This design comes from an exercise in tuning for small area on the open sky130 flow, not from production work.
RTL that was checked went through simulation tests only; none was proved equivalent to the original.
The RTL of runs 7 and 8 was laid out without a check of its function.
Power and IR drop assume default switching activity.

==> design.v <==
package dsp_xor_pkg;
    localparam int lane_count     = 4;                        
    localparam int simd_ways      = 2;                        
    localparam int word_width     = 24;                       
    localparam int apb_addr_width = 8;
    localparam int apb_data_width = 32;
    localparam int result_count   = lane_count * simd_ways;   
    localparam int operand_count  = result_count * 2;         
    typedef logic [word_width-1:0]           word_t;       
    typedef logic [simd_ways*word_width-1:0] dsp_word_t;   
    typedef logic [3:0]                      alumode_t;    
    typedef logic [apb_addr_width-1:0]       apb_addr_t;
    typedef logic [apb_data_width-1:0]       apb_data_t;
    localparam alumode_t alumode_xor  = 4'b0100;   
    localparam alumode_t alumode_xnor = 4'b0101;   
    localparam alumode_t alumode_and  = 4'b1100;   
    localparam alumode_t alumode_or   = 4'b1000;   
    localparam apb_addr_t addr_operand_base = 8'h00;   
    localparam apb_addr_t addr_result_base  = 8'h40;   
    localparam apb_addr_t addr_ctrl         = 8'h80;   
    localparam apb_addr_t addr_mode         = 8'h84;   
    localparam apb_addr_t addr_status       = 8'h88;   
    typedef logic [1:0] collector_state_t;
    localparam collector_state_t coll_idle = 2'd0;
    localparam collector_state_t coll_busy = 2'd1;
    localparam collector_state_t coll_done = 2'd2;
endpackage
`timescale 1ns/1ps
module dsp_xor_bank_top (
    input  logic        clock,
    input  logic        arst_n,
    input  logic [7:0]  paddr,
    input  logic        psel,
    input  logic        penable,
    input  logic        pwrite,
    input  logic [31:0] pwdata,
    output logic [31:0] prdata,
    output logic        pready,
    output logic        pslverr
);
    logic [23:0] opnd [16];    
    logic [23:0] res  [8];     
    logic [3:0]  mode;
    logic        clr;          
    logic        launch;       
    logic        busy;         
    logic        done;         
    logic access, wr;
    logic is_operand, is_result, is_ctrl, is_mode, is_status, mapped;
    logic go_ok, mode_ok, err;
    assign access     = psel & penable;
    assign wr         = access & pwrite & ~clr;
    assign is_operand = (paddr[7:6] == 2'b00) && (paddr[1:0] == 2'b00);
    assign is_result  = (paddr[7:5] == 3'b010) && (paddr[1:0] == 2'b00);
    assign is_ctrl    = (paddr == 8'h80);
    assign is_mode    = (paddr == 8'h84);
    assign is_status  = (paddr == 8'h88);
    assign mapped     = is_operand | is_result | is_ctrl | is_mode | is_status;
    assign err = !mapped
               || (pwrite && (is_result || is_status))
               || (busy && pwrite && ((is_ctrl && pwdata[0]) || is_mode));
    assign go_ok   = wr & is_ctrl & pwdata[0] & ~busy;
    assign mode_ok = wr & is_mode & ~busy;
    always_ff @(posedge clock or negedge arst_n) begin
        if (!arst_n) begin
            clr    <= 1'b1;
            launch <= 1'b0;
            busy   <= 1'b0;
            done   <= 1'b0;
            mode   <= 4'b0100;
        end else begin
            clr    <= 1'b0;
            launch <= go_ok;
            busy   <= launch;
            done   <= (done | busy) & ~launch;
            if (mode_ok) mode <= pwdata[3:0];
        end
    end
    for (genvar i = 0; i < 16; i++) begin : g_opnd
        logic we, keep;
        assign we   = wr & is_operand & (paddr[5:2] == i);
        assign keep = ~we & ~clr;
        always_ff @(posedge clock) begin
            opnd[i] <= (pwdata[23:0] & {24{we}}) | (opnd[i] & {24{keep}});
        end
    end
    logic e1, e2, inv, res_inv;
    logic g0, g1, g2;
    assign e1  = (mode != 4'b1000);                        
    assign e2  = (mode != 4'b1100);                        
    assign inv = (mode == 4'b0101) | (mode == 4'b1100);    
    assign g0  = launch & e1;
    assign g1  = ~launch | ~e2;
    assign g2  = launch;
    always_ff @(posedge clock) begin
        if (launch) res_inv <= inv;
    end
    for (genvar k = 0; k < 8; k++) begin : g_res
        logic [23:0] a, b;
        assign a = opnd[2*k];        
        assign b = opnd[2*k + 1];    
        always_ff @(posedge clock) begin
            res[k] <= ~(a & b & {24{g0}}) & ((a | b | {24{g1}}) & (res[k] | {24{g2}}));
        end
    end
    logic [23:0] src [24];      
    logic [23:0] sel;
    logic [23:0] rd, xtra;
    logic [7:0]  zf;
    logic        xinv;
    always_comb begin
        for (int i = 0; i < 16; i++) begin
            src[i] = opnd[i];
            sel[i] = is_operand & (paddr[5:2] == i);
        end
        for (int k = 0; k < 8; k++) begin
            src[16 + k] = res[k];
            sel[16 + k] = is_result & done & (paddr[4:2] == k);
        end
        for (int k = 0; k < 8; k++)
            zf[k] = done & (res_inv ? (&res[k]) : ~(|res[k]));
        xtra = '0;
        xtra[3:0]  = mode & {4{is_mode}};
        xtra[0]    = xtra[0] | (done & is_status);
        xtra[1]    = xtra[1] | (busy & is_status);
        xtra[15:8] = zf & {8{is_status}};
        xinv = res_inv & is_result & done;
    end
    for (genvar j = 0; j < 24; j++) begin : g_rd
        logic [7:0] g;
        for (genvar m = 0; m < 8; m++) begin : g_grp
            assign g[m] = ~((sel[3*m] & src[3*m][j]) | (sel[3*m+1] & src[3*m+1][j])
                            | (sel[3*m+2] & src[3*m+2][j]));
        end
        assign rd[j] = (~(g[0] & g[1] & g[2] & g[3]) | ~(g[4] & g[5] & g[6] & g[7]) | xtra[j]) ^ xinv;
    end
    assign prdata  = {8'h00, rd};
    assign pready  = 1'b1;
    assign pslverr = err;
endmodule
==> flow/run.sh <==
#!/bin/bash
# Own flow: the standard ORFS flow, with three changes that only affect
# how the layout is built:
#  - ABC maps for area with &nf (abc_area.script here replaces ORFS's copy),
#  - ports are buffered with buf_1,
#  - CTS uses clkbuf_4 and no dummy loads.
set -euo pipefail
W=$PWD
rm -rf "$W/scripts_mod"
cp -r "$FLOW_HOME/scripts" "$W/scripts_mod"
cp "$W/flow/abc_area.script" "$W/scripts_mod/abc_area.script"
export SCRIPTS_DIR="$W/scripts_mod"
export BUFFER_PORTS_ARGS="-buffer_cell sky130_fd_sc_hd__buf_1"
export CTS_ARGS="-sink_clustering_enable -repair_clock_nets -dont_use_dummy_load -buf_list sky130_fd_sc_hd__clkbuf_4"
bash standard.sh > "$W/standard_flow.log" 2>&1
==> flow/abc_area.script <==
&get -n
&st
&dch -f
&nf -a -p -F 8 -A 8 -C 32
&put
topo
stime -c
==> standard.sh <==
#!/bin/bash
# synth_recipe.tcl (not shown) runs the flow's synth.tcl, then flattens the netlist and writes it again
# the make line also repeats each setting of config.mk as NAME=value (left out here)
make -C /OpenROAD-flow-scripts/flow DESIGN_CONFIG=/design/flow/config.mk WORK_HOME=/design/flow/orfs CLKGATE_MAP_FILE= SYNTH_SCRIPT=/design/flow/synth_recipe.tcl "${@:-finish}"
==> config.mk <==
export PLATFORM = sky130hd
export DESIGN_NAME = dsp_xor_bank_top
export DESIGN_NICKNAME = dsp_xor_bank_top
export VERILOG_FILES = /design/flow/design.v
export SDC_FILE = /design/flow/constraint.sdc
export NUM_CORES = 4
export LEC_CHECK = 0
export ABC_AREA = 1
export CAP_MARGIN = 0
export CORE_MARGIN = 2
export CORE_UTILIZATION = 60
export SLEW_MARGIN = 0
==> constraint.sdc <==
create_clock -name core_clock -period 8.0 [get_ports {clock}]
set_input_delay 1.6000 -clock core_clock [delete_from_list [all_inputs] [get_ports {clock}]]
set_output_delay 1.6000 -clock core_clock [all_outputs]
set_load 0.01 [all_outputs]
==> flow_summary.yaml, run 1 <==
status:
  status: "timing/DRC/antenna clean"
detailed_routing:
  drt_wl_total_um: 84400
  post_drt_wl_per_cell_um: 31.9
  drcViolationCount: 0
  vias_per_cell: 8.44
  ant_nets: 0
  num_vias: 22300
  first_pass_iters: 13
  drt_iter0_drc: 4283
yosys:
  seq_area_frac_synth: 0.530
  netlist.area_leader.share: 0.519
  ys_types: 40
  syn-cell-area_um2: 22200
  synth_cells: 1905
  synth.avg_cell_area_um2: 11.7
  synth_top_cell_by_area: "dfxtp_1"
  ys_ff_latch: 585
  synthTopCellsByArea: "dfxtp_1 52%, a22o_1 15%, a222oi_1 8.7%, o32ai_1 7.6%, a31oi_1 5.6%"
  ys_warn_count: 4
clock_network:
  htree_levels: 4
  hold_buffers: 0
  post-cts-setup-buffers: 0
  cts_buffers: 148
  cts_sinks: 585
  clock_path_buffers: 3
  cts_resized: 0
  clk_pin_slew_ns: 0.06
  cts_root_buf: "clkbuf_4"
  cts_tree: "built"
  clock_latency_ns: 0.84
layout:
  fillerInstances: 2913
  nets: 2220
  multi_input_comb_area_um2: 10700
  area_growth_pct: 11.9
  drive_above_1_share: 0.125
  fin_area_um2: 24900
  regArea_um2: 11800
timing:
  slew_headroom: 0.0914
  fin_skew_ns: 0.0470
  setup_tns_ns: 0
  hold_viol_final: 0
  setup_viol: 0
  worst_pin_slew_ns: 1.36
  rsz0062_at_grt: "false"
  fin_crit_ns: 6.60
  slew_viol_final: 0
  timing.fmax_mhz: 151
  period_share: 0.826
floorplanning:
  die_w_um: 196
  fp.coreArea_um2: 36500
  start_util: 0.608
  dieArea_um2: 38600
  placementRows: 70
  die_y_um: 196
  num_io_pins: 79
flow_run:
  timing.max_cap.violations: 0
grt:
  grt_pass1_wl_um: 127000
  antenna_found_initial: 1
  grt_pass1_vias: 20500
  overflow: 0
  grt_usage: 0.429
  grt_max_degree: 193
power_and_ir_drop:
  power.leakage_nw: 8.47
  pwr-share-clk: 0.381
  swShare: 0.239
  p_per_area_nw_per_um2: 201
  combinationalPowerShare: 0.030
  vdd_drop_max_mv: 0.112
  seqPwrFrac: 0.589
  switchingPower_w: 0.00120
  p_int_w: 0.00380
critical_path:
  worst_setup_path_end_kind: "primary output"
  arrival_ns: 5.00
  crit_chain: "buf_1, nand2b_1, nor3_2, a222oi_1, nand4_1, a311oi_1, xor2_1, buf_1"
  worst_path_most_repeated_cell: "buf_1"
  critPathSlowestCell: "nor3_2"
  critPathMaxStageDelay_ns: 0.96
  critPathKind: "primary input to primary output"
  cp-start-kind: "primary input"
  crit_fanout: 18
  cp.required_ns: 6.40
place:
  portBuffers: 61
  gp_congestion: 0.922
  postPlaceCellArea_um2: 23700
  hpwl_um: 53800
worst_hold_path:
  hold_path.class: "register to register"
-- critical path: cells and delay by family --
family	cells	cell delay [ns]
compound gates	2	0.43
buf+inv	2	0.85
xor+xnor	1	0.31
simple gates	3	1.78
-- power by group through the flow --
stage               Combinational, W  Clock [W]  Sequential [W]
global placement            0.000142          0         0.00300
detailed placement          0.000144          0         0.00300
global route                0.000157    0.00206         0.00294
CTS                         0.000144    0.00191         0.00294
floorplan                  0.0000576          0         0.00300
finish                      0.000152    0.00190         0.00294
-- metrics by stage --
step           hold WS [ns]  utilization  instances  total power [W]  setup slack, ns
5_1_grt               0.477        0.680       2643          0.00515             1.28
6_report              0.452        0.681       2644          0.00499             1.40
2_1_floorplan         0.451            -       1913          0.00305             1.01
3_3_place_gp          0.463        0.650       2493          0.00314             1.54
4_1_cts               0.447        0.680       2641          0.00500             1.49
3_5_place_dp          0.470        0.650       2493          0.00315             1.49
-- sequential cells by signal, indices dropped and copies added (netlist names) --
| signal | cells |
|---|---|
| clr | 1 |
| opnd | 384 |
| mode | 4 |
| launch | 1 |
| res | 192 |
| done | 1 |
| busy | 1 |
| res_inv | 1 |
-- cells by family after synthesis --
group	share of synthesized area
mux	0.00203
compound gates	0.377
flops	0.530
xor+xnor	0.00947
simple gates	0.0776
other cells	0.000338
buf+inv	0.00338
-- cells in the final DEF, fill, tap and decap left out, types with 4 or more instances in the layout --
cell type	n
a21oi_1	6
a222oi_1	192
a22o_1	386
a311oi_1	6
a31oi_1	198
and4_1	6
buf_1	61
buf_4	58
clkbuf_4	148
conb_1	10
dfrtp_1	5
dfxtp_1	576
mux2_1	4
nand2_1	13
nand3_1	4
nand4_1	98
nor2_1	25
nor2_2	17
nor2b_2	11
nor3_1	8
nor3_2	8
nor4_1	54
nor4_2	11
nor4b_2	9
o32ai_1	192
or3b_1	4
xor2_1	24
-- area by class of cell --
type / instances / share of cell area
Sequential cell: 585 / 0.473
Timing Repair Buffer: 121 / 0.0283
Antenna cell: 3 / 0.000302
Tap cell: 468 / 0.0236
Inverter: 2 / 0.000302
Clock buffer: 148 / 0.0447
Multi-Input combinational cell: 1317 / 0.429
-- routing by layer --
metal	track usage	share of wire
met1	0.551	0.36
met2	0.652	0.45
met3	0.0900	0.12
met4	0.291	0.072
met5	0	0
-- path summary, 6_finish.rpt --
path | from | to | slack (ns) | cells after the start
worst max register to register | clr | opnd[15][11] | 4.65 | 6
worst min register to register | opnd[1][11] | res[0][11] | 0.45 | 1
worst min-delay path | opnd[1][11] | res[0][11] | 0.45 | 1
worst max-delay path | paddr[3] | prdata[10] | 1.40 | 8
min in group asynchronous | arst_n | mode[1] | 0.69 | 1
max in group asynchronous | arst_n | launch | 6.95 | 1
-- cells in the mapped netlist, drive strengths merged --
library cell / count
dfxtp: 576
a22o: 386
a31oi: 199
a222oi: 192
o32ai: 192
nand4: 98
nor4: 65
nor2: 42
xor2: 24
nor3: 16
nand2: 14
nor2b: 12
nor4b: 10
buf: 9
a21oi: 6
a311oi: 6
and4: 6
dfrtp: 6
nand3: 5
mux2: 4
or3b: 4
nand2b: 3
nand3b: 3
or4: 3
a211oi: 2
clkinv: 2
conb: 2
dfstp: 2
nor3b: 2
o2111a: 2
o31ai: 2
or2: 2
a32oi: 1
and2: 1
edfxtp: 1
nand4b: 1
nand4bb: 1
nor4bb: 1
o21ai: 1
or4b: 1
==> run 2: changes to the inputs <==
==> flow/run.sh (replaced) <==
#!/bin/bash
# Own flow: the standard ORFS flow, with three changes that only affect
# how the layout is built:
#  - ABC maps for area with &nf (abc_area.script here replaces ORFS's copy),
#  - ports are buffered with buf_1,
#  - CTS uses clkbuf_8 with clusters of up to 16 sinks and no dummy loads.
set -euo pipefail
W=$PWD
rm -rf "$W/scripts_mod"
cp -r "$FLOW_HOME/scripts" "$W/scripts_mod"
cp "$W/flow/abc_area.script" "$W/scripts_mod/abc_area.script"
export SCRIPTS_DIR="$W/scripts_mod"
export BUFFER_PORTS_ARGS="-buffer_cell sky130_fd_sc_hd__buf_1"
export CTS_ARGS="-sink_clustering_enable -repair_clock_nets -dont_use_dummy_load -buf_list sky130_fd_sc_hd__clkbuf_8 -sink_clustering_size 16 -sink_clustering_max_diameter 50"
bash standard.sh > "$W/standard_flow.log" 2>&1
--- a/config.mk
+++ b/config.mk
@@ -9,4 +9,4 @@
 export CAP_MARGIN = 0
 export CORE_MARGIN = 2
-export CORE_UTILIZATION = 60
+export CORE_UTILIZATION = 65
 export SLEW_MARGIN = 0
==> run 2 against run 1 <==
Against the previous run: core utilization up 4.2 points; largest power group unchanged; cell count down 4.9%; sequential power about the same; wire length down 4.5%; non-clock buffer count down 6; clock power down 25%; fmax about the same.
==> flow_summary.yaml, run 2 <==
status:
  status: "timing/DRC/antenna clean"
place:
  postPlaceCellArea_um2: 23700
  gp_congestion: 0.952
  hpwl_um: 53400
  portBuffers: 61
  place_ws_ns: 1.51
yosys:
  synth_cells: 1905
  synth_top_cell_by_area: "dfxtp_1"
  ys_warn_count: 4
  syn-cell-area_um2: 22200
  netlist.area_leader.share: 0.519
  synth_edf_count: 1
  async_flop_share: 0.0137
  synth.avg_cell_area_um2: 11.7
  synth_ff_type: "dfxtp_1"
  synth_most_common_cell: "dfxtp_1"
  ys_ff_latch: 585
  yosys-top-cells-count: "576 x dfxtp_1, 386 x a22o_1, 199 x a31oi_1"
  synthTopCellsByArea: "dfxtp_1 52%, a22o_1 15%, a222oi_1 8.7%, o32ai_1 7.6%, a31oi_1 5.6%"
  seq_area_frac_synth: 0.530
  ys_types: 40
floorplanning:
  start_util: 0.660
  placementRows: 67
  die_w_um: 189
  dieArea_um2: 35700
  die_y_um: 189
  num_io_pins: 79
  fp.coreArea_um2: 33600
layout:
  nets: 2113
  largest_reg_flops: 384
  area_growth_pct: 9.46
  drive_above_1_share: 0.0794
  regMostFlops: "opnd"
  fin_area_um2: 24300
  final_cell_mix: "576 x dfxtp_1, 386 x a22o_1, 198 x a31oi_1, 192 x o32ai_1, 192 x a222oi_1"
  reg_top3: "opnd: 384 flops, res: 192 flops, mode: 4 flops"
  final_common_cell: "dfxtp_1"
timing:
  holdWs_ns: 0.480
  fin_skew_ns: 0.0332
  slew_headroom: 0.0804
  setup_viol: 0
  worst_pin_slew_ns: 1.38
  setup_tns_ns: 0
  slew_viol_final: 0
  period_share: 0.826
  timing.fmax_mhz: 151
  fin_crit_ns: 6.60
  rsz0062_at_grt: "false"
  hold_viol_final: 0
  finalWorstSetupSlack_ns: 1.40
grt:
  overflow: 0
  grt_max_degree: 193
  grt_pass1_wl_um: 121000
  grt_use_met3: 0.0644
  grt_busiest_layer: "met2"
  grtUsageMet1: 0.579
  grt_usage: 0.436
  grt_pass1_vias: 19600
  use_met2: 0.674
  antenna_found_initial: 2
clock_network:
  clock_latency_ns: 0.62
  cts_resized: 0
  clock_path_buffers: 3
  cts_sinks: 585
  hold_buffers: 0
  clk_pin_slew_ns: 0.08
  post-cts-setup-buffers: 0
  cts_buffers: 47
  cts_root_buf: "clkbuf_8"
  htree_levels: 2
  cts_tree: "built"
power_and_ir_drop:
  p_per_area_nw_per_um2: 186
  vdd_drop_max_mv: 0.150
  finalPower_w: 0.00451
  power.leakage_nw: 8.09
critical_path:
  rrSetupSlack_ns: 4.52
  critPathMaxStageDelay_ns: 0.72
  reg2reg_to: "opnd[11][22]"
  crit_path_start: "paddr[5]"
  crit_fanout: 24
  r2r_cells: 6
  crit_chain: "buf_1, or3b_1, nor4b_2, buf_4, a222oi_1, nand4_1, a311oi_1, xor2_1, buf_1"
  arrival_ns: 5.00
  cp.required_ns: 6.40
  critPathKind: "primary input to primary output"
  worst_path_most_repeated_cell: "buf_1"
  cp-endpoint: "prdata[11]"
  reg2reg_from: "clr"
  cp-start-kind: "primary input"
  worst_setup_path_end_kind: "primary output"
  critPathSlowestCell: "a311oi_1"
detailed_routing:
  num_vias: 21800
  drt_iter0_drc: 4559
  post_drt_wl_per_cell_um: 32.1
  vias_per_cell: 8.68
  drt_wl_total_um: 80600
  first_pass_iters: 14
  ant_nets: 0
  drcViolationCount: 0
worst_hold_path:
  hold_path.class: "register to register"
flow_run:
  timing.max_cap.violations: 0
## run 2: cell types whose count changed in the layout (fill, tap and decap cells not counted), sizes merged
cell,delta
clkbuf,-101
buf,-6
diode,-2
## run 2: cell type report
type / instances / area, um^2
fillers: 2521 / 9310
inverters: 2 / 7.51
diodes: 1 / 2.50
flip-flops and latches: 585 / 11800
clock buffers: 47 / 647
multi-input cells: 1317 / 10700
repair buffers: 115 / 647
well taps: 448 / 561
## run 2: how the worst min path moves through the flow
stage / start / end / slack [ns] / depth (start not counted)
6_report: opnd[5][0] / res[2][0] / 0.48 / 1
3_3_place_gp: opnd[11][3] / res[5][3] / 0.46 / 1
4_1_cts: opnd[11][10] / res[5][10] / 0.47 / 1
3_5_place_dp: opnd[3][1] / res[1][1] / 0.47 / 1
5_1_grt: opnd[15][20] / res[7][20] / 0.50 / 1
2_1_floorplan: opnd[3][0] / res[1][0] / 0.45 / 1
## run 2: cell families (layout without fill, tap and decap cells)
| group | Yosys count | after routing | share of synthesized area |
|---|---|---|---|
| other | 2 | 11 | 0.000338 |
| xor gates and xnor gates | 24 | 24 | 0.00947 |
| muxes | 4 | 4 | 0.00203 |
| AOI/OAI and AO/OA | 989 | 989 | 0.377 |
| DFF | 585 | 585 | 0.530 |
| buffers and inverters | 11 | 164 | 0.00338 |
| and+or+nand+nor | 290 | 290 | 0.0776 |
## run 2: metal layers
layer	part of all wire	wire length [um]
met1	0.35	28600
met2	0.44	35800
met3	0.12	9840
met4	0.079	6340
met5	0.00016	13
## run 2: where the power goes
part	total (W)	leakage [nW]	internal, W	switching [W]
registers	0.00294	4.75	0.00292	0.0000152
clock network	0.00143	0.338	0.000526	0.000906
logic	0.000146	3.00	0.0000296	0.000117
## run 2: stage by stage
step	utilization	cells
floorplan	-	1913
detailed placement	0.704	2467
global route	0.723	2514
global placement	0.704	2467
CTS	0.723	2514
finish	0.723	2515
## run 2: critical path, delay by kind of cell
family	cells	cell delay, ns
AO/OA/AOI/OAI	2	1.37
XOR/XNOR	1	0.21
buffers and inverters	3	0.82
AND/OR/NAND/NOR	3	0.98
==> run 3: changes to the inputs <==
==> flow/abc_area.script (replaced) <==
&get -n
&st
&dch -f
&nf -a -p -F 8 -A 8 -C 32 -R 1000
&put
topo
stime -c
--- a/config.mk
+++ b/config.mk
@@ -9,4 +9,4 @@
 export CAP_MARGIN = 0
 export CORE_MARGIN = 2
-export CORE_UTILIZATION = 65
+export CORE_UTILIZATION = 75
 export SLEW_MARGIN = 0
==> run 3 against run 2 <==
Against the previous run: largest power group unchanged; clock skew increased by 0.028 ns; now fails the layout checks on capacitance limit, slew limit; wire length increased by 14%; core utilization is 12 points higher; worst setup slack worse by 0.33 ns; via count increased by 7.5%.
==> flow_summary.yaml, run 3 <==
status:
  status: "finished with violations"
  violations: "capacitance limit, slew limit"
critical_path:
  cp_top_family: "simple AND/OR/NAND/NOR gates"
  crit_chain: "buf_1, or4_1, buf_4, nor3_2, buf_4, a222oi_1, nand4_1, a311oi_1, xor2_1, buf_1"
  worst_setup_path_end_kind: "primary output"
  arrival_ns: 5.34
  cp.required_ns: 6.40
  cp-start-kind: "primary input"
  critPathKind: "primary input to primary output"
  critPathMaxStageDelay_ns: 1.21
  crit_buf_inv: 4
  crit_fanout: 14
  critPathSlowestCell: "nor3_2"
detailed_routing:
  drt_iter0_drc: 6643
  vias_per_cell: 9.57
  ant_nets: 0
  drcViolationCount: 0
  first_pass_iters: 21
  num_vias: 23500
  drt_wl_total_um: 92200
  post_drt_wl_per_cell_um: 37.6
timing:
  timing.fmax_mhz: 144
  slew_viol_final: 13
  setup_viol: 0
  hold_viol_final: 0
  fin_skew_ns: 0.0613
  slew_headroom: -0.0470
  finalWorstSetupSlack_ns: 1.06
  rsz0062_at_grt: "false"
  setup_tns_ns: 0
  period_share: 0.867
  fin_crit_ns: 6.94
  worst_pin_slew_ns: 1.56
power_and_ir_drop:
  vdd_drop_max_mv: 0.170
  power.leakage_nw: 8.13
  finalPower_w: 0.00457
  p_per_area_nw_per_um2: 189
layout:
  fin_area_um2: 24200
  nets: 2112
  drive_above_1_share: 0.0838
  reg_top3: "opnd: 384 flops, res: 192 flops, mode: 4 flops"
  area_growth_pct: 9.73
  largest_reg_flops: 384
  regMostFlops: "opnd"
  stdcell_count: 2450
  final_cell_mix: "576 x dfxtp_1, 386 x a22o_1, 198 x a31oi_1, 192 x o32ai_1, 192 x a222oi_1"
  final_common_cell: "dfxtp_1"
yosys:
  seq_area_frac_synth: 0.532
  ys_types: 35
  ys_warn_count: 4
  synth_most_common_cell: "dfxtp_1"
  synth_cells: 1895
  ys_ff_latch: 585
  syn-cell-area_um2: 22100
  synthTopCellsByArea: "dfxtp_1 52%, a22o_1 15%, a222oi_1 8.7%, o32ai_1 7.6%, a31oi_1 5.6%"
  async_flop_share: 0.0137
  yosys-top-cells-count: "576 x dfxtp_1, 386 x a22o_1, 199 x a31oi_1"
  synth_ff_type: "dfxtp_1"
  netlist.area_leader.share: 0.522
  synth_edf_count: 1
  synth_top_cell_by_area: "dfxtp_1"
  synth.avg_cell_area_um2: 11.7
place:
  dp.cells: 2401
  place_ws_ns: 1.37
  portBuffers: 61
  postPlaceCellArea_um2: 23600
  hpwl_um: 54100
  gp_congestion: 1.13
clock_network:
  cts_buffers: 48
  cts_resized: 0
  hold_buffers: 0
  clk_pin_slew_ns: 0.10
  cts_sinks: 585
  post-cts-setup-buffers: 0
  htree_levels: 2
  cts_root_buf: "clkbuf_8"
  clock_path_buffers: 3
  clock_latency_ns: 0.62
  cts_tree: "built"
flow_run:
  timing.max_cap.violations: 1
floorplanning:
  fp.coreArea_um2: 28900
  die_w_um: 176
  dieArea_um2: 30900
  num_io_pins: 79
  start_util: 0.766
  placementRows: 62
  die_y_um: 176
grt:
  antenna_found_initial: 4
  grt_pass1_wl_um: 135000
  grt_usage: 0.579
  grt_pass1_vias: 22200
  overflow: 0
  grt_max_degree: 193
worst_hold_path:
  hold_path.class: "register to register"
run 3: changes by cell type in the layout (fill, tap and decap cells not counted), moves of 3 or more:
cell	before	now
nor2b_2	11	5
buf_4	53	61
nor3_2	8	13
or3b_1	4	0
nand3b_1	3	0
nor3b_2	0	3
nor4_2	11	17
nor2_2	17	7
nor2_4	0	10
nor4b_2	9	1
run 3: worst register-to-register path: stages (launching register included):
cell     delay [ns]
dfrtp_4        0.89
nand2_4        0.82
buf_4          0.95
buf_4          0.74
o32ai_1        0.19
a31oi_1        0.27
run 3: per-stage QoR:
| step | util | hold slack [ns] |
|---|---|---|
| detailed placement | 0.817 | 0.469 |
| floorplan | - | 0.451 |
| global route | 0.840 | 0.469 |
| global placement | 0.817 | 0.460 |
| CTS | 0.840 | 0.449 |
| finish | 0.840 | 0.461 |
run 3: path summary, 6_finish.rpt:
| kind | start | end | slack (ns) | cells after the start |
|---|---|---|---|---|
| hold reg to reg | opnd[11][19] | res[5][19] | 0.46 | 1 |
| hold / removal | opnd[11][19] | res[5][19] | 0.46 | 1 |
| setup / recovery | paddr[7] | prdata[15] | 1.06 | 10 |
| min in group asynchronous | arst_n | busy | 0.88 | 1 |
| max in group asynchronous | arst_n | mode[2] | 6.75 | 1 |
| setup reg to reg | launch | res[2][9] | 4.05 | 5 |
run 3: cell type report:
cell class	instances	area [um^2]
sequential	585	11800
multi-input combinational	1307	10600
fill	1627	4610
timing repair buffer	123	707
clock buffer	48	661
tap	384	480
inverter	2	7.51
antenna	1	2.50
run 3: power by group:
part / total, W / internal (W) / switching (W) / leakage [nW]
Sequential: 0.00294 / 0.00292 / 0.0000162 / 4.75
Combinational: 0.000168 / 0.0000300 / 0.000138 / 3.03
Clock: 0.00147 / 0.000536 / 0.000931 / 0.345
Total: 0.00457 / 0.00349 / 0.00109 / 8.13
run 3: layer usage:
metal  vias up  GRT usage  share of wire
met3       852      0.276           0.20
met4         4      0.447           0.10
li1       9060          -              -
met5         -     0.0192        0.00065
met2      2773      0.785           0.39
met1     10800      0.703           0.31
run 3: kinds of logic after synthesis:
kind of cell              Yosys count  share of synthesized area
buffers and inverters              11                    0.00340
xor gates and xnor gates           24                    0.00951
other                               2                   0.000340
DFF                               585                      0.532
muxes                               4                    0.00204
and+or+nand+nor                   278                     0.0729
AOI/OAI and AO/OA                 991                      0.380
==> run 4: changes to the inputs <==
--- a/config.mk
+++ b/config.mk
@@ -9,4 +9,4 @@
 export CAP_MARGIN = 0
 export CORE_MARGIN = 2
-export CORE_UTILIZATION = 75
+export CORE_UTILIZATION = 70
 export SLEW_MARGIN = 0
==> run 4 against run 3 <==
Against the previous run: synthesized area unchanged; largest power group unchanged; the run now finishes clean; synthesized cell count unchanged; critical path type unchanged; combinational power about the same; non-clock buffer count up 7; register-to-register slack better by 0.22 ns; total power down 0.67%; largest cell class unchanged; clock power about the same; cell count up 1.0%.
==> flow_summary.yaml, run 4 <==
layout:
  reg_top3: "opnd: 384 flops, res: 192 flops, mode: 4 flops"
  area_growth_pct: 9.95
  largest_reg_flops: 384
  nets: 2117
  final_common_cell: "dfxtp_1"
  final_cell_mix: "576 x dfxtp_1, 386 x a22o_1, 198 x a31oi_1, 192 x o32ai_1, 192 x a222oi_1"
  fillerInstances: 2196
  drive_above_1_share: 0.0860
  regMostFlops: "opnd"
  stdcell_count: 2475
floorplanning:
  num_io_pins: 79
  fp.coreArea_um2: 31300
  dieArea_um2: 33000
  die_y_um: 182
  die_w_um: 182
  placementRows: 65
  start_util: 0.706
clock_network:
  cts_tree: "built"
  htree_levels: 2
  cts_resized: 0
  clock_latency_ns: 0.63
  clk_pin_slew_ns: 0.10
  cts_buffers: 46
  hold_buffers: 0
  cts_sinks: 585
  post-cts-setup-buffers: 0
  clock_path_buffers: 3
  cts_root_buf: "clkbuf_8"
yosys:
  synth_edf_count: 1
  synth_compound_area_frac: 0.380
  netlist.area_leader.share: 0.522
  synth_cells: 1895
  yosys-top-cells-count: "576 x dfxtp_1, 386 x a22o_1, 199 x a31oi_1"
  synth.avg_cell_area_um2: 11.7
  yosys.area_share.adder: 0
  syn-cell-area_um2: 22100
  synthTopCellsByArea: "dfxtp_1 52%, a22o_1 15%, a222oi_1 8.7%, o32ai_1 7.6%, a31oi_1 5.6%"
  ys_warn_count: 4
  synth_top_cell_by_area: "dfxtp_1"
  synthXorXnorAreaFrac: 0.00951
  ys_types: 35
  synth_most_common_cell: "dfxtp_1"
  synthSimpleGateAreaFrac: 0.0729
  async_flop_share: 0.0137
  synth_mux_area_frac: 0.00204
  synth_ff_type: "dfxtp_1"
  synth_top_family_by_area: "compound AO/OA/AOI/OAI gates"
  ys_ff_latch: 585
  seq_area_frac_synth: 0.532
worst_hold_path:
  hold_path.class: "register to register"
  min_from: "opnd[5][3]"
detailed_routing:
  num_vias: 22800
  ant_nets: 0
  post_drt_wl_per_cell_um: 36.1
  drt_iter0_drc: 5516
  first_pass_iters: 15
  vias_per_cell: 9.20
  drcViolationCount: 0
  drt_wl_total_um: 89400
grt:
  overflow: 0
  grt_usage: 0.521
  grtUsageMet1: 0.669
  grt_pass1_wl_um: 131000
  grt_pass1_vias: 20800
  grt_use_met3: 0.214
  grt_max_degree: 95
  antenna_found_initial: 3
  use_met2: 0.721
  grt_busiest_layer: "met2"
place:
  hpwl_um: 54000
  gp_congestion: 1.06
  portBuffers: 61
  dp.cells: 2426
power_and_ir_drop:
  finalPower_w: 0.00454
  vdd_drop_max_mv: 0.167
  power.leakage_nw: 8.15
  p_per_area_nw_per_um2: 187
timing:
  fin_crit_ns: 6.49
  setup_tns_ns: 0
  worst_pin_slew_ns: 1.31
  slew_viol_final: 0
  timing.fmax_mhz: 154
  setup_viol: 0
  rsz0062_at_grt: "false"
  hold_viol_final: 0
  fin_skew_ns: 0.0434
  period_share: 0.811
  slew_headroom: 0.118
critical_path:
  crit_fanout: 17
  worst_path_most_repeated_cell: "buf_1"
  crit_path_start: "paddr[4]"
  critPathMaxStageDelay_ns: 1.03
  crit_chain: "buf_1, nand2b_1, nor3_2, buf_4, a222oi_1, nand4_1, a311oi_1, xor2_1, buf_1"
  cp-start-kind: "primary input"
  arrival_ns: 4.89
  critPathKind: "primary input to primary output"
  reg2reg_from: "mode[1]"
  worst_setup_path_end_kind: "primary output"
  critPathSlowestCell: "nor3_2"
  cp.required_ns: 6.40
status:
  status: "timing/DRC/antenna clean"
flow_run:
  timing.max_cap.violations: 0
run 4: final timing paths:
kind / cells after the start / endpoint / slack (ns)
worst min-delay path: 1 / res[2][3] / 0.48
worst max-delay path: 9 / prdata[10] / 1.51
max in group asynchronous: 1 / launch / 6.76
min in group asynchronous: 1 / mode[1] / 0.87
worst max register to register: 7 / res[6][21] / 4.27
worst min register to register: 1 / res[2][3] / 0.48
run 4: layout make-up:
| cell class | count | area (um^2) | share of cell area |
|---|---|---|---|
| Timing Repair Buffer | 130 | 747 | 0.0307 |
| Sequential cell | 585 | 11800 | 0.484 |
| Antenna cell | 3 | 7.51 | 0.000309 |
| Multi-Input combinational cell | 1307 | 10600 | 0.438 |
| Inverter | 2 | 7.51 | 0.000309 |
| Clock buffer | 46 | 633 | 0.0261 |
| Tap cell | 402 | 503 | 0.0207 |
run 4: critical path, delay by kind of cell:
| family | cells | cell delay, ns |
|---|---|---|
| AND/OR/NAND/NOR | 3 | 1.60 |
| buffers and inverters | 3 | 1.18 |
| AO/OA/AOI/OAI | 2 | 0.25 |
| XOR/XNOR | 1 | 0.24 |
run 4: where the power goes:
group	internal [W]	switching (W)
clock	0.000515	0.000924
combinational	0.0000300	0.000136
sequential	0.00292	0.0000161
run 4: routing by layer:
metal,share of wire,vias to the layer above
met5,0.00015,-
met4,0.081,2
met3,0.19,600
met2,0.40,2431
met1,0.33,10700
li1,-,9066
run 4: cell families (layout without fill, tap and decap cells):
family	after synthesis	count (layout)
compound gates	991	991
xor+xnor	24	24
buf+inv	11	178
flops	585	585
mux	4	4
other cells	2	13
simple gates	278	278
run 4: stage by stage:
step | instance area [um^2] | setup slack (ns) | utilization | hold WS [ns]
final | 24300 | 1.51 | 0.776 | 0.478
after global placement | 23700 | 1.86 | 0.756 | 0.460
after CTS | 24300 | 1.72 | 0.776 | 0.468
after detailed placement | 23700 | 1.73 | 0.756 | 0.471
after global routing | 24300 | 1.43 | 0.776 | 0.489
after floorplan | 22100 | 1.01 | - | 0.451
==> run 5: changes to the inputs <==
--- a/config.mk
+++ b/config.mk
@@ -9,4 +9,4 @@
 export CAP_MARGIN = 0
 export CORE_MARGIN = 2
-export CORE_UTILIZATION = 70
+export CORE_UTILIZATION = 65
 export SLEW_MARGIN = 0
==> run 5 against run 4 <==
Against the previous run: largest power group unchanged; clock power is 3% higher; critical path depth up 1; synthesized area stayed put; critical endpoint unchanged; total power up 0.66%; largest cell class unchanged.
==> flow_summary.yaml, run 5 <==
status:
  status: "timing/DRC/antenna clean"
critical_path:
  cp.required_ns: 6.40
  critPathMaxStageDelay_ns: 1.06
  critPathKind: "primary input to primary output"
  r2r_cells: 4
  cp-start-kind: "primary input"
  worst_path_most_repeated_cell: "buf_1"
  crit_chain: "buf_1, nand2b_1, nor4_1, nand2_1, nor3b_2, a222oi_1, nand4_1, a311oi_1, xor2_1, buf_1"
  crit_fanout: 15
  worst_setup_path_end_kind: "primary output"
  arrival_ns: 5.36
  critPathSlowestCell: "nor3b_2"
layout:
  reg_top3: "opnd: 384 flops, res: 192 flops, mode: 4 flops"
  final_core_util: 0.723
  fillerInstances: 2530
  nets: 2106
  final_cell_mix: "576 x dfxtp_1, 386 x a22o_1, 198 x a31oi_1, 192 x o32ai_1, 192 x a222oi_1"
  area_growth_pct: 9.66
  fin_area_um2: 24200
  largest_reg_flops: 384
  final_common_cell: "dfxtp_1"
  drive_above_1_share: 0.0811
  regMostFlops: "opnd"
timing:
  fin_crit_ns: 6.96
  slew_viol_final: 0
  worst_pin_slew_ns: 1.39
  setup_tns_ns: 0
  timing.fmax_mhz: 144
  slew_headroom: 0.0738
  finalWorstSetupSlack_ns: 1.04
  rsz0062_at_grt: "false"
  hold_viol_final: 0
  fin_skew_ns: 0.0665
  period_share: 0.870
  setup_viol: 0
worst_hold_path:
  hold_path.class: "register to register"
  whs_path_depth: 1
clock_network:
  post-cts-setup-buffers: 0
  cts_resized: 0
  cts_buffers: 49
  clock_path_buffers: 3
  cts_root_buf: "clkbuf_8"
  clock_latency_ns: 0.67
  hold_buffers: 0
  cts_sinks: 585
  clk_pin_slew_ns: 0.09
  cts_tree: "built"
  htree_levels: 2
floorplanning:
  placementRows: 67
  start_util: 0.659
  die_y_um: 188
  dieArea_um2: 35500
  num_io_pins: 79
  die_w_um: 188
  fp.coreArea_um2: 33500
yosys:
  synthSimpleGateAreaFrac: 0.0729
  ys_types: 35
  ys_warn_count: 4
  synthTopCellsByArea: "dfxtp_1 52%, a22o_1 15%, a222oi_1 8.7%, o32ai_1 7.6%, a31oi_1 5.6%"
  seq_area_frac_synth: 0.532
  async_flop_share: 0.0137
  synth_mux_area_frac: 0.00204
  ys_ff_latch: 585
  synthXorXnorAreaFrac: 0.00951
  synth_top_family_by_area: "compound AO/OA/AOI/OAI gates"
  yosys-top-cells-count: "576 x dfxtp_1, 386 x a22o_1, 199 x a31oi_1"
  synth_cells: 1895
  synth_top_cell_by_area: "dfxtp_1"
  syn-cell-area_um2: 22100
  synth_most_common_cell: "dfxtp_1"
  synth_ff_type: "dfxtp_1"
  synth_compound_area_frac: 0.380
  synth_edf_count: 1
  netlist.area_leader.share: 0.522
  yosys.area_share.adder: 0
  synth.avg_cell_area_um2: 11.7
detailed_routing:
  first_pass_iters: 14
  num_vias: 22100
  vias_per_cell: 8.79
  drcViolationCount: 0
  post_drt_wl_per_cell_um: 32.6
  ant_nets: 0
  drt_iter0_drc: 4578
  drt_wl_total_um: 81600
place:
  place_ws_ns: 1.35
  gp_congestion: 0.958
  hpwl_um: 53100
  postPlaceCellArea_um2: 23600
  portBuffers: 61
power_and_ir_drop:
  p_per_area_nw_per_um2: 189
  power.leakage_nw: 8.08
  vdd_drop_max_mv: 0.144
grt:
  overflow: 0
  antenna_found_initial: 0
  grt_pass1_wl_um: 123000
  grt_max_degree: 193
  grt_pass1_vias: 19500
  grt_usage: 0.445
flow_run:
  timing.max_cap.violations: 0
-- run 5: final timing paths --
check	to	start	slack [ns]
hold reg to reg	res[4][6]	opnd[8][6]	0.45
min in group asynchronous	done	arst_n	0.85
setup / recovery	prdata[10]	paddr[5]	1.04
setup reg to reg	res[2][17]	launch	4.75
max in group asynchronous	clr	arst_n	6.81
hold / removal	res[4][6]	opnd[8][6]	0.45
-- run 5: worst max-delay path, delay by kind of cell --
kind | cells | cell delay (ns)
buf+inv | 2 | 0.43
simple gates | 5 | 2.72
compound gates | 2 | 0.27
xor+xnor | 1 | 0.31
-- run 5: area by class of cell --
| class | count | area, um^2 | area share |
|---|---|---|---|
| flip-flops and latches | 585 | 11800 | 0.486 |
| multi-input cells | 1307 | 10600 | 0.436 |
| clock buffers | 49 | 674 | 0.0278 |
| repair buffers | 116 | 654 | 0.0270 |
| well taps | 448 | 561 | 0.0231 |
| inverters | 2 | 7.51 | 0.000310 |
| diodes | 1 | 2.50 | 0.000103 |
-- run 5: per-layer routing --
layer | wire length, um | part of all wire | up-vias | GRT usage
met5 | 0 | 0 | - | 0
met4 | 6580 | 0.081 | 0 | 0.285
met3 | 10100 | 0.12 | 356 | 0.0717
met2 | 36100 | 0.44 | 1986 | 0.682
met1 | 28800 | 0.35 | 10700 | 0.588
li1 | - | - | 9041 | -
-- run 5: report_power, final --
part	switching (W)	leakage, nW	internal, W
sequential	0.0000154	4.75	0.00292
clock	0.000943	0.352	0.000547
combinational	0.000117	2.98	0.0000286
-- run 5: metrics by stage --
step | instances | total power, W | hold slack [ns]
after floorplan | 1903 | 0.00305 | 0.451
after detailed placement | 2458 | 0.00314 | 0.468
after CTS | 2507 | 0.00455 | 0.458
final | 2508 | 0.00457 | 0.449
after global routing | 2507 | 0.00467 | 0.475
after global placement | 2458 | 0.00314 | 0.463
-- run 5: kinds of logic (layout without fill, tap and decap cells) --
group	Yosys count	after routing
muxes	4	4
other	2	11
buffers and inverters	11	167
DFF	585	585
xor gates and xnor gates	24	24
and+or+nand+nor	278	278
AOI/OAI and AO/OA	991	991
==> run 6: changes to the inputs <==
--- a/config.mk
+++ b/config.mk
@@ -10,3 +10,4 @@
 export CORE_MARGIN = 2
 export CORE_UTILIZATION = 65
+export GPL_TIMING_DRIVEN = 0
 export SLEW_MARGIN = 0
==> run 6 against run 5 <==
Against the previous run: core utilization up 2.7 points; critical endpoint is now prdata[11]; flip-flop and latch count unchanged; total power up 0.17%; synthesized area unchanged; first-iteration DRC count up 2.9%; clock skew down 0.0045 ns; combinational power up 12%; synthesized cell count unchanged; sequential share of layout area down 1.8 points; design area up 3.8%.
==> flow_summary.yaml, run 6 <==
status:
  status: "timing/DRC/antenna clean"
critical_path:
  arrival_ns: 5.55
  critPathKind: "primary input to primary output"
  cp-start-kind: "primary input"
  crit_fanout: 12
  worst_setup_path_end_kind: "primary output"
  cp.required_ns: 6.40
layout:
  area_growth_pct: 13.8
  final_common_cell: "dfxtp_1"
  reg_top3: "opnd: 384 flops, res: 192 flops, mode: 4 flops"
  insertedDiodeCount: 0
  regMostFlops: "opnd"
  largest_reg_flops: 384
  drive_above_1_share: 0.106
  fin_area_um2: 25200
  final_cell_mix: "576 x dfxtp_1, 386 x a22o_1, 198 x a31oi_1, 192 x o32ai_1, 192 x a222oi_1"
  nets: 2163
  fillerInstances: 2355
floorplanning:
  num_io_pins: 79
  die_y_um: 188
  dieArea_um2: 35500
  die_w_um: 188
  start_util: 0.659
  fp.coreArea_um2: 33500
  placementRows: 67
place:
  postPlaceCellArea_um2: 24500
  gp_congestion: 0.953
  hpwl_um: 57500
  portBuffers: 61
clock_network:
  hold_buffers: 0
  cts_root_buf: "clkbuf_8"
  htree_levels: 2
  post-cts-setup-buffers: 0
  cts_sinks: 585
  cts_buffers: 49
  clock_path_buffers: 3
  cts_resized: 0
  clock_latency_ns: 0.65
  cts_tree: "built"
  clk_pin_slew_ns: 0.08
detailed_routing:
  drt_wl_total_um: 83300
  ant_nets: 0
  vias_per_cell: 8.72
  num_vias: 22400
  drcViolationCount: 0
  post_drt_wl_per_cell_um: 32.5
  drt_iter0_drc: 4709
  first_pass_iters: 13
yosys:
  synth_edf_count: 1
  seq_area_frac_synth: 0.532
  synth_ff_type: "dfxtp_1"
  yosys-top-cells-count: "576 x dfxtp_1, 386 x a22o_1, 199 x a31oi_1"
  netlist.area_leader.share: 0.522
  synthTopCellsByArea: "dfxtp_1 52%, a22o_1 15%, a222oi_1 8.7%, o32ai_1 7.6%, a31oi_1 5.6%"
  ys_ff_latch: 585
  async_flop_share: 0.0137
  synth.avg_cell_area_um2: 11.7
  synth_most_common_cell: "dfxtp_1"
  ys_types: 35
  synth_cells: 1895
  synth_top_cell_by_area: "dfxtp_1"
  syn-cell-area_um2: 22100
  ys_warn_count: 4
grt:
  grt_busiest_layer: "met2"
  grt_pass1_vias: 20400
  grt_use_met3: 0.0898
  antenna_found_initial: 1
  use_met2: 0.698
  grt_pass1_wl_um: 126000
  overflow: 0
  grtUsageMet1: 0.591
  grt_usage: 0.454
  grt_max_degree: 78
power_and_ir_drop:
  vdd_drop_max_mv: 0.183
  p_per_area_nw_per_um2: 182
  power.leakage_nw: 8.54
timing:
  setup_tns_ns: 0
  fin_crit_ns: 7.15
  timing.fmax_mhz: 140
  worst_pin_slew_ns: 1.26
  rsz0062_at_grt: "false"
  fin_skew_ns: 0.0620
  period_share: 0.894
  setup_viol: 0
  slew_viol_final: 0
  slew_headroom: 0.158
  hold_viol_final: 0
flow_run:
  timing.max_cap.violations: 0
worst_hold_path:
  hold_path.class: "register to register"
run 6: power by group:
group	switching, W	leakage (nW)	internal (W)
Sequential	0.0000151	4.75	0.00292
Combinational	0.000122	3.44	0.0000402
Clock	0.000935	0.352	0.000547
run 6: path summary, 6_finish.rpt:
path	from	endpoint	slack (ns)	depth (start not counted)
worst max register to register	clr	opnd[11][22]	4.23	5
min in group asynchronous	arst_n	mode[3]	0.83	1
worst min-delay path	opnd[5][0]	res[2][0]	0.47	1
max in group asynchronous	arst_n	launch	6.81	1
worst min register to register	opnd[5][0]	res[2][0]	0.47	1
worst max-delay path	paddr[5]	prdata[11]	0.85	11
run 6: cell families after synthesis:
kind of cell,Yosys count,synth area share
other,2,0.000340
AO/OA/AOI/OAI,991,0.380
buffers and inverters,11,0.00340
XOR/XNOR,24,0.00951
flip-flops,585,0.532
multiplexers,4,0.00204
AND/OR/NAND/NOR,278,0.0729
run 6: layer usage:
metal  vias up  share of wire
li1       9166              -
met1     10800           0.35
met2      2016           0.44
met3       391           0.13
met4         2          0.078
met5         -        0.00014
run 6: layout make-up:
| class | count | area, um^2 | share of cell area |
|---|---|---|---|
| timing repair buffer | 164 | 1510 | 0.0599 |
| clock buffer | 49 | 674 | 0.0268 |
| tap | 448 | 561 | 0.0223 |
| sequential | 585 | 11800 | 0.468 |
| buffer | 9 | 67.6 | 0.00269 |
| inverter | 2 | 7.51 | 0.000298 |
| multi-input combinational | 1307 | 10600 | 0.420 |
run 6: worst max-delay path, cell delays in order:
cell      delay (ns)
buf_1           0.45
nand2b_1        0.19
nor4_1          0.09
nand2_1         0.42
nor4b_2         0.12
buf_4           0.22
a222oi_1        1.08
nand4_1         0.45
a311oi_1        0.56
xor2_1          0.20
buf_1           0.17
run 6: metrics by stage:
stage / worst slack [ns] / hold WS (ns) / utilization / std cells / power, W
after floorplan: 1.01 / 0.451 / - / 1903 / 0.00305
after CTS: 1.12 / 0.465 / 0.750 / 2564 / 0.00456
after global placement: -4.77 / 0.462 / 0.684 / 2412 / 0.00313
after detailed placement: 1.08 / 0.468 / 0.730 / 2515 / 0.00316
final: 0.846 / 0.466 / 0.750 / 2564 / 0.00458
after global routing: 0.920 / 0.482 / 0.750 / 2564 / 0.00468
==> run 7: changes to the inputs <==
--- a/design.v
+++ b/design.v
@@ -104,34 +104,24 @@
         end
     end
-    logic [23:0] src [24];      
-    logic [23:0] sel;
-    logic [23:0] rd, xtra;
+    logic [23:0] rd, rd_op, rd_res;
     logic [7:0]  zf;
-    logic        xinv;
     always_comb begin
-        for (int i = 0; i < 16; i++) begin
-            src[i] = opnd[i];
-            sel[i] = is_operand & (paddr[5:2] == i);
-        end
-        for (int k = 0; k < 8; k++) begin
-            src[16 + k] = res[k];
-            sel[16 + k] = is_result & done & (paddr[4:2] == k);
-        end
+        rd_op  = '0;
+        rd_res = '0;
+        for (int i = 0; i < 16; i++)
+            if (paddr[5:2] == i) rd_op = rd_op | opnd[i];
+        for (int k = 0; k < 8; k++)
+            if (paddr[4:2] == k) rd_res = rd_res | res[k];
         for (int k = 0; k < 8; k++)
             zf[k] = done & (res_inv ? (&res[k]) : ~(|res[k]));
-        xtra = '0;
-        xtra[3:0]  = mode & {4{is_mode}};
-        xtra[0]    = xtra[0] | (done & is_status);
-        xtra[1]    = xtra[1] | (busy & is_status);
-        xtra[15:8] = zf & {8{is_status}};
-        xinv = res_inv & is_result & done;
-    end
-    for (genvar j = 0; j < 24; j++) begin : g_rd
-        logic [7:0] g;
-        for (genvar m = 0; m < 8; m++) begin : g_grp
-            assign g[m] = ~((sel[3*m] & src[3*m][j]) | (sel[3*m+1] & src[3*m+1][j])
-                            | (sel[3*m+2] & src[3*m+2][j]));
+        rd = '0;
+        if (is_operand)        rd = rd_op;
+        if (is_result && done) rd = rd_res ^ {24{res_inv}};
+        if (is_mode)   rd[3:0]  = mode;
+        if (is_status) begin
+            rd[0]    = done;
+            rd[1]    = busy;
+            rd[15:8] = zf;
         end
-        assign rd[j] = (~(g[0] & g[1] & g[2] & g[3]) | ~(g[4] & g[5] & g[6] & g[7]) | xtra[j]) ^ xinv;
     end
     assign prdata  = {8'h00, rd};
==> flow/run.sh (replaced) <==
#!/bin/bash
# Own flow: the standard ORFS flow, with three changes that only affect
# how the layout is built:
#  - ABC maps for area with &nf (abc_area.script here replaces ORFS's copy),
#  - ports are buffered with buf_1,
#  - CTS uses clkbuf_4 and no dummy loads.
set -euo pipefail
W=$PWD
rm -rf "$W/scripts_mod"
cp -r "$FLOW_HOME/scripts" "$W/scripts_mod"
cp "$W/flow/abc_area.script" "$W/scripts_mod/abc_area.script"
export SCRIPTS_DIR="$W/scripts_mod"
export BUFFER_PORTS_ARGS="-buffer_cell sky130_fd_sc_hd__buf_1"
export CTS_ARGS="-sink_clustering_enable -repair_clock_nets -dont_use_dummy_load -buf_list sky130_fd_sc_hd__clkbuf_4"
bash standard.sh > "$W/standard_flow.log" 2>&1
==> flow/abc_area.script (replaced) <==
&get -n
&st
&dch -f
&nf -a -p -F 8 -A 8 -C 32
&put
topo
stime -c
--- a/config.mk
+++ b/config.mk
@@ -9,5 +9,4 @@
 export CAP_MARGIN = 0
 export CORE_MARGIN = 2
-export CORE_UTILIZATION = 65
-export GPL_TIMING_DRIVEN = 0
+export CORE_UTILIZATION = 40
 export SLEW_MARGIN = 0
==> run 7 against run 6 <==
Against the previous run: design area grew 1.6%; hold slack lost 0.031 ns; count of clock-buffer cells in the layout grew 103; first-iteration DRC count is 17% lower; total power increased by 12%; die area rose by 64%; flip-flop and latch count stayed put; non-clock buffer count decreased by 50; critical path type unchanged; largest cell class unchanged.
==> flow_summary.yaml, run 7 <==
critical_path:
  cp.required_ns: 6.40
  critPathSlowestCell: "buf_1"
  arrival_ns: 5.07
  crit_chain: "buf_1, and3b_1, buf_4, and2_1, buf_4, a22oi_1, nand3_1, o21ai_0, o211ai_1, buf_1"
  cp_top_family: "buffers and inverters"
  crit_fanout: 25
  cp-start-kind: "primary input"
  critPathKind: "primary input to primary output"
  worst_setup_path_end_kind: "primary output"
  reg2reg_from: "clr"
  r2r_cells: 7
  rrSetupSlack_ns: 4.55
  reg2reg_to: "opnd[14][4]"
  critPathMaxStageDelay_ns: 0.75
  crit_buf_inv: 4
detailed_routing:
  drt_wl_total_um: 95700
  vias_per_cell: 7.46
  post_drt_wl_per_cell_um: 31.3
  drcViolationCount: 0
  ant_nets: 0
  num_vias: 22800
  first_pass_iters: 10
  drt_iter0_drc: 3891
grt:
  grt_pass1_vias: 20700
  antenna_found_initial: 2
  grt_pass1_wl_um: 138000
  overflow: 0
  grt_max_degree: 193
  grt_usage: 0.320
clock_network:
  post-cts-setup-buffers: 0
  clk_pin_slew_ns: 0.07
  cts_tree: "built"
  cts_resized: 0
  clock_path_buffers: 3
  cts_buffers: 152
  htree_levels: 4
  hold_buffers: 0
  cts_root_buf: "clkbuf_4"
  cts_sinks: 585
  clock_latency_ns: 1.02
yosys:
  ys_types: 44
  async_flop_share: 0.0137
  synth_edf_count: 1
  yosys-top-cells-count: "576 x dfxtp_1, 390 x a22o_1, 196 x a31oi_1"
  ys_ff_latch: 585
  synth_ff_type: "dfxtp_1"
  netlist.area_leader.share: 0.511
  synth_cells: 2027
  syn-cell-area_um2: 22500
  synth_most_common_cell: "dfxtp_1"
  synthTopCellsByArea: "dfxtp_1 51%, a22o_1 15%, o32ai_1 7.5%, a31oi_1 5.4%, a222oi_1 4.1%"
  synth.avg_cell_area_um2: 11.1
  synth_top_cell_by_area: "dfxtp_1"
  ys_warn_count: 3
  seq_area_frac_synth: 0.522
timing:
  setup_viol: 0
  fin_skew_ns: 0.0742
  period_share: 0.834
  holdWs_ns: 0.435
  slew_viol_final: 0
  fin_crit_ns: 6.67
  setup_tns_ns: 0
  hold_viol_final: 0
  rsz0062_at_grt: "false"
  timing.fmax_mhz: 150
  worst_pin_slew_ns: 1.21
  slew_headroom: 0.190
layout:
  drive_above_1_share: 0.114
  final_core_util: 0.456
  largest_reg_flops: 384
  reg_top3: "opnd: 384 flops, res: 192 flops, mode: 4 flops"
  nets: 2348
  area_growth_pct: 13.3
  final_common_cell: "dfxtp_1"
  fillerInstances: 5347
  final_cell_mix: "576 x dfxtp_1, 390 x a22o_1, 195 x a31oi_1, 192 x o32ai_1, 152 x clkbuf_4"
  regMostFlops: "opnd"
power_and_ir_drop:
  power.leakage_nw: 8.86
  vdd_drop_max_mv: 0.125
  p_per_area_nw_per_um2: 200
worst_hold_path:
  hold_path.class: "register to register"
  whs_path_depth: 1
  min_from: "opnd[8][4]"
  whs_endpoint: "res[4][4]"
floorplanning:
  dieArea_um2: 58300
  fp.coreArea_um2: 56100
  die_w_um: 241
  num_io_pins: 79
  die_y_um: 241
  start_util: 0.402
  placementRows: 87
flow_run:
  timing.max_cap.violations: 0
place:
  portBuffers: 61
  gp_congestion: 0.962
  hpwl_um: 59400
status:
  status: "timing/DRC/antenna clean"
run 7: cell count changes after synthesis, sizes merged, moves of 22 or more:
cell	previous run	this run
a22oi	0	113
a222oi	192	92
xor2	24	0
nand2	14	68
nand3	3	33
xnor2	0	24
nor4	72	50
o21ai	1	37
run 7: cells by family (layout without fill, tap and decap cells):
family / Yosys count / in the layout / synth area share
AOI/OAI and AO/OA: 1059 / 1059 / 0.380
DFF: 585 / 585 / 0.522
and+or+nand+nor: 342 / 342 / 0.0835
xor gates and xnor gates: 24 / 24 / 0.00932
buffers and inverters: 11 / 277 / 0.00333
muxes: 4 / 4 / 0.00200
other: 2 / 13 / 0.000333
run 7: stage by stage:
stage	setup slack [ns]	area [um^2]	std cells	power, W
floorplan	1.07	22600	2035	0.00307
global placement	1.51	24400	2905	0.00320
detailed placement	1.47	24400	2905	0.00321
CTS	1.45	25500	3057	0.00513
global route	1.28	25500	3060	0.00530
finish	1.33	25500	3060	0.00512
run 7: routing by layer:
layer / vias to the layer above / wire length (um) / part of all wire / GRT usage
met5: - / 0 / 0 / 0
met1: 11300 / 38400 / 0.40 / 0.439
li1: 9597 / - / - / -
met2: 1689 / 41000 / 0.43 / 0.459
met3: 267 / 12100 / 0.13 / 0.0972
met4: 0 / 4170 / 0.044 / 0.148
run 7: power breakdown:
group,switching (W),internal (W)
Clock,0.00111,0.000861
Combinational,0.000169,0.0000421
Sequential,0.0000165,0.00292
run 7: final cells by class:
cell class	instances	area, um^2	area share
Multi-Input combinational cell	1439	11000	0.429
Sequential cell	585	11800	0.461
Clock buffer	152	1140	0.0447
Timing Repair Buffer	123	707	0.0277
Antenna cell	3	7.51	0.000294
Inverter	2	7.51	0.000294
Tap cell	756	946	0.0370
run 7: worst max-delay path by stage:
stage | startpoint | to | slack, ns | depth (start not counted)
3_5_place_dp | paddr[3] | prdata[10] | 1.47 | 10
2_1_floorplan | launch | res[0][0] | 1.07 | 3
5_1_grt | paddr[3] | prdata[10] | 1.28 | 10
6_report | paddr[3] | prdata[10] | 1.33 | 10
4_1_cts | paddr[3] | prdata[10] | 1.45 | 10
3_3_place_gp | paddr[3] | prdata[10] | 1.51 | 10
==> run 8: changes to the inputs <==
--- a/design.v
+++ b/design.v
@@ -86,20 +86,17 @@
     end
     logic e1, e2, inv, res_inv;
-    logic g0, g1, g2;
     assign e1  = (mode != 4'b1000);                        
     assign e2  = (mode != 4'b1100);                        
-    assign inv = (mode == 4'b0101) | (mode == 4'b1100);    
-    assign g0  = launch & e1;
-    assign g1  = ~launch | ~e2;
-    assign g2  = launch;
+    assign inv = (mode != 4'b0101) & (mode != 4'b1100);    
     always_ff @(posedge clock) begin
         if (launch) res_inv <= inv;
     end
     for (genvar k = 0; k < 8; k++) begin : g_res
-        logic [23:0] a, b;
+        logic [23:0] a, b, w;
         assign a = opnd[2*k];        
         assign b = opnd[2*k + 1];    
+        assign w = (a & b & {24{e1}}) | (~(a | b) & {24{e2}});
         always_ff @(posedge clock) begin
-            res[k] <= ~(a & b & {24{g0}}) & ((a | b | {24{g1}}) & (res[k] | {24{g2}}));
+            if (launch) res[k] <= w;
         end
     end
==> run.sh (new file) <==
#!/bin/bash
# synth_recipe.tcl (not shown) runs the flow's synth.tcl, then flattens the netlist and writes it again
# the make line also repeats each setting of config.mk as NAME=value (left out here)
make -C /OpenROAD-flow-scripts/flow DESIGN_CONFIG=/design/flow/config.mk WORK_HOME=/design/flow/orfs CLKGATE_MAP_FILE= SYNTH_SCRIPT=/design/flow/synth_recipe.tcl finish
removed: flow/run.sh
removed: flow/abc_area.script
removed: standard.sh
==> run 8 against run 7 <==
Against the previous run: cell count is 41% higher; fmax is 6.6% lower; synthesized cell count is 68% higher; sequential share of layout area is 1.3 points lower; critical path type unchanged; highest routed layer is now met5.
==> flow_summary.yaml, run 8 <==
yosys:
  synth_top_cell_by_area: "dfxtp_1"
  ys_warn_count: 3
  synth.avg_cell_area_um2: 7.97
  synth_most_common_cell: "nand3_1"
  netlist.area_leader.share: 0.283
  async_flop_share: 0.0137
  synthTopCellsByArea: "dfxtp_1 28%, edfxtp_1 21%, nand3_1 10%, nand2_1 7.7%, o21ai_0 5.4%"
  ys_ff_latch: 585
  seq_area_frac_synth: 0.503
  synth_cells: 3412
  synth_edf_count: 193
  ys_types: 28
  synth_ff_type: "dfxtp_1"
  syn-cell-area_um2: 27200
  yosys-top-cells-count: "567 x nand3_1, 560 x nand2_1, 384 x dfxtp_1"
grt:
  overflow: 0
  grt_max_degree: 153
  grt_usage: 0.335
  grt_pass1_wl_um: 170000
  grtUsageMet1: 0.470
  grt_busiest_layer: "met2"
  use_met2: 0.491
  antenna_found_initial: 6
  grt_use_met3: 0.0748
  grt_pass1_vias: 23500
timing:
  setup_tns_ns: 0
  slew_viol_final: 0
  setup_viol: 0
  period_share: 0.893
  slew_headroom: 0.0379
  hold_viol_final: 0
  worst_pin_slew_ns: 1.44
  fin_crit_ns: 7.14
  fin_skew_ns: 0.0150
  timing.fmax_mhz: 140
  rsz0062_at_grt: "false"
detailed_routing:
  drt_iter0_drc: 4159
  ant_nets: 0
  first_pass_iters: 6
  drcViolationCount: 0
  vias_per_cell: 6.17
  post_drt_wl_per_cell_um: 27.8
  num_vias: 26700
  drt_wl_total_um: 120000
critical_path:
  cp.required_ns: 6.40
  critPathKind: "primary input to primary output"
  crit_fanout: 18
  cp-start-kind: "primary input"
  cp-endpoint: "prdata[15]"
  crit_path_start: "paddr[4]"
  r2r_cells: 7
  reg2reg_to: "opnd[12][17]"
  reg2reg_from: "clr"
  arrival_ns: 5.54
  worst_setup_path_end_kind: "primary output"
  rrSetupSlack_ns: 4.59
clock_network:
  cts_tree: "built"
  clock_path_buffers: 3
  clock_latency_ns: 0.64
  htree_levels: 2
  post-cts-setup-buffers: 0
  hold_buffers: 0
  clk_pin_slew_ns: 0.06
  cts_resized: 0
  cts_sinks: 585
  cts_buffers: 61
  cts_root_buf: "clkbuf_16"
worst_hold_path:
  hold_path.class: "register to register"
  min_from: "opnd[5][16]"
layout:
  final_cell_mix: "567 x nand3_1, 551 x nand2_1, 384 x dfxtp_1, 301 x inv_1, 292 x o21ai_0"
  regMostFlops: "opnd"
  drive_above_1_share: 0.0651
  largest_reg_flops: 384
  fillerInstances: 6721
  final_core_util: 0.455
  area_growth_pct: 12.6
  reg_top3: "opnd: 384 flops, res: 192 flops, mode: 4 flops"
  final_common_cell: "nand3_1"
  nets: 3436
place:
  gp_congestion: 1.01
  portBuffers: 61
  hpwl_um: 75900
power_and_ir_drop:
  vdd_drop_max_mv: 0.156
  power.leakage_nw: 10.9
  p_per_area_nw_per_um2: 202
floorplanning:
  start_util: 0.404
  dieArea_um2: 70100
  die_y_um: 265
  num_io_pins: 79
  die_w_um: 265
  fp.coreArea_um2: 67300
  placementRows: 95
flow_run:
  timing.max_cap.violations: 0
status:
  status: "timing/DRC/antenna clean"
## run 8: cell types whose count changed after synthesis, moves of 196 or more
cell and change:
inv_1 +302, nand2_1 +492, o21ai_0 +255, o22ai_1 +216
nor2_1 +208, a31oi_1 -196, a22o_1 -390, nand3_1 +534
## run 8: logic make-up (layout without fill, tap and decap cells)
group | after synthesis | in the layout | synth area share
AND/OR/NAND/NOR | 1491 | 1491 | 0.243
AO/OA/AOI/OAI | 791 | 791 | 0.174
flip-flops | 585 | 585 | 0.503
buffers and inverters | 543 | 566 | 0.0791
other | 2 | 12 | 0.000276
## run 8: worst max-delay path, cell delays in order
cell,delay (ns)
clkdlybuf4s50_1,0.45
buf_4,0.23
inv_2,0.29
nand2_1,0.33
nor2_2,1.17
nand2_1,0.10
nand2_1,0.12
nor2_1,0.05
nand4_1,0.21
nand2_1,0.10
nand3_1,0.26
clkdlybuf4s50_1,0.61
## run 8: final cells by class
| type | count | area, um^2 | share of cell area |
|---|---|---|---|
| antenna | 2 | 5.00 | 0.000164 |
| clock buffer | 88 | 1760 | 0.0575 |
| clock inverter | 27 | 230 | 0.00752 |
| inverter | 317 | 1200 | 0.0393 |
| multi-input combinational | 2292 | 11400 | 0.373 |
| sequential | 585 | 13700 | 0.447 |
| tap | 873 | 1090 | 0.0357 |
| timing repair buffer | 134 | 1210 | 0.0395 |
## run 8: stage by stage
stage / cell area, um^2 / total power (W) / cells / worst slack, ns / hold slack, ns
3_5_place_dp: 28600 / 0.00335 / 4201 / 1.00 / 0.490
6_report: 30600 / 0.00617 / 4318 / 0.857 / 0.501
2_1_floorplan: 27200 / 0.00322 / 3420 / 3.21 / 0.471
5_1_grt: 30600 / 0.00630 / 4316 / 0.778 / 0.521
3_3_place_gp: 28600 / 0.00335 / 4201 / 0.938 / 0.482
4_1_cts: 30600 / 0.00617 / 4316 / 0.998 / 0.500
## run 8: where the power goes
group / switching, W / internal, W
Sequential: 0.00000147 / 0.00305
Clock: 0.00125 / 0.00163
Combinational: 0.000204 / 0.0000403
Total: 0.00146 / 0.00471
## run 8: layer usage
layer / part of all wire / routed length [um] / vias to the layer above
met5: 0.00010 / 12 / -
met4: 0.054 / 6430 / 2
met3: 0.13 / 15000 / 337
met2: 0.42 / 50400 / 1794
met1: 0.40 / 48300 / 12600
li1: - / - / 12000
## run 8: worst min-delay path by stage
stage	end	slack, ns	depth (start not counted)
final	opnd[5][16]	0.50	2
after global routing	opnd[14][7]	0.52	2
after CTS	opnd[5][23]	0.50	2
after detailed placement	opnd[5][16]	0.49	2
after global placement	opnd[5][23]	0.48	2
after floorplan	opnd[11][3]	0.47	2

[separate check: timing with driven ports]
Ports are ideal in the flow. The routed layouts listed here were re-timed in OpenROAD.
Step 1 assumes that a clkbuf_16 drives the clock port and a buf_2 every other input.
Step 2, shift: input delay + t, output delay - t, t = (earliest + latest rising clock arrival at the registers) / 2. This alone moves slack from input paths to output paths.
Slacks: ideal ports / drivers / drivers and shift; pairs: ideal ports / drivers.
run | shift t [ns] | setup slack, ns | worst slew at a driven data input, ns | cell pins on the clock port's net
run 1 | 0.867 | 1.395 / 1.366 / 1.366 | 0.06 | 1
run 2 | 0.651 | 1.396 / 1.374 / 1.374 | 0.10 | 1
run 3 | 0.648 | 1.063 / 1.040 / 1.040 | 0.04 | 1
run 4 | 0.655 | 1.511 / 1.483 / 1.483 | 0.04 | 1
run 5 | 0.693 | 1.041 / 1.021 / 1.021 | 0.06 | 1
run 6 | 0.676 | 0.846 / 0.822 / 0.822 | 0.06 | 1
run 7 | 1.042 | 1.325 / 1.291 / 1.291 | 0.06 | 1
run 8 | 0.703 | 0.857 / 0.813 / 0.813 | 0.11 | 1
For run 8, which loses most, drivers alone change the setup slack by -0.044 ns; drivers and shift together by -0.044 ns.
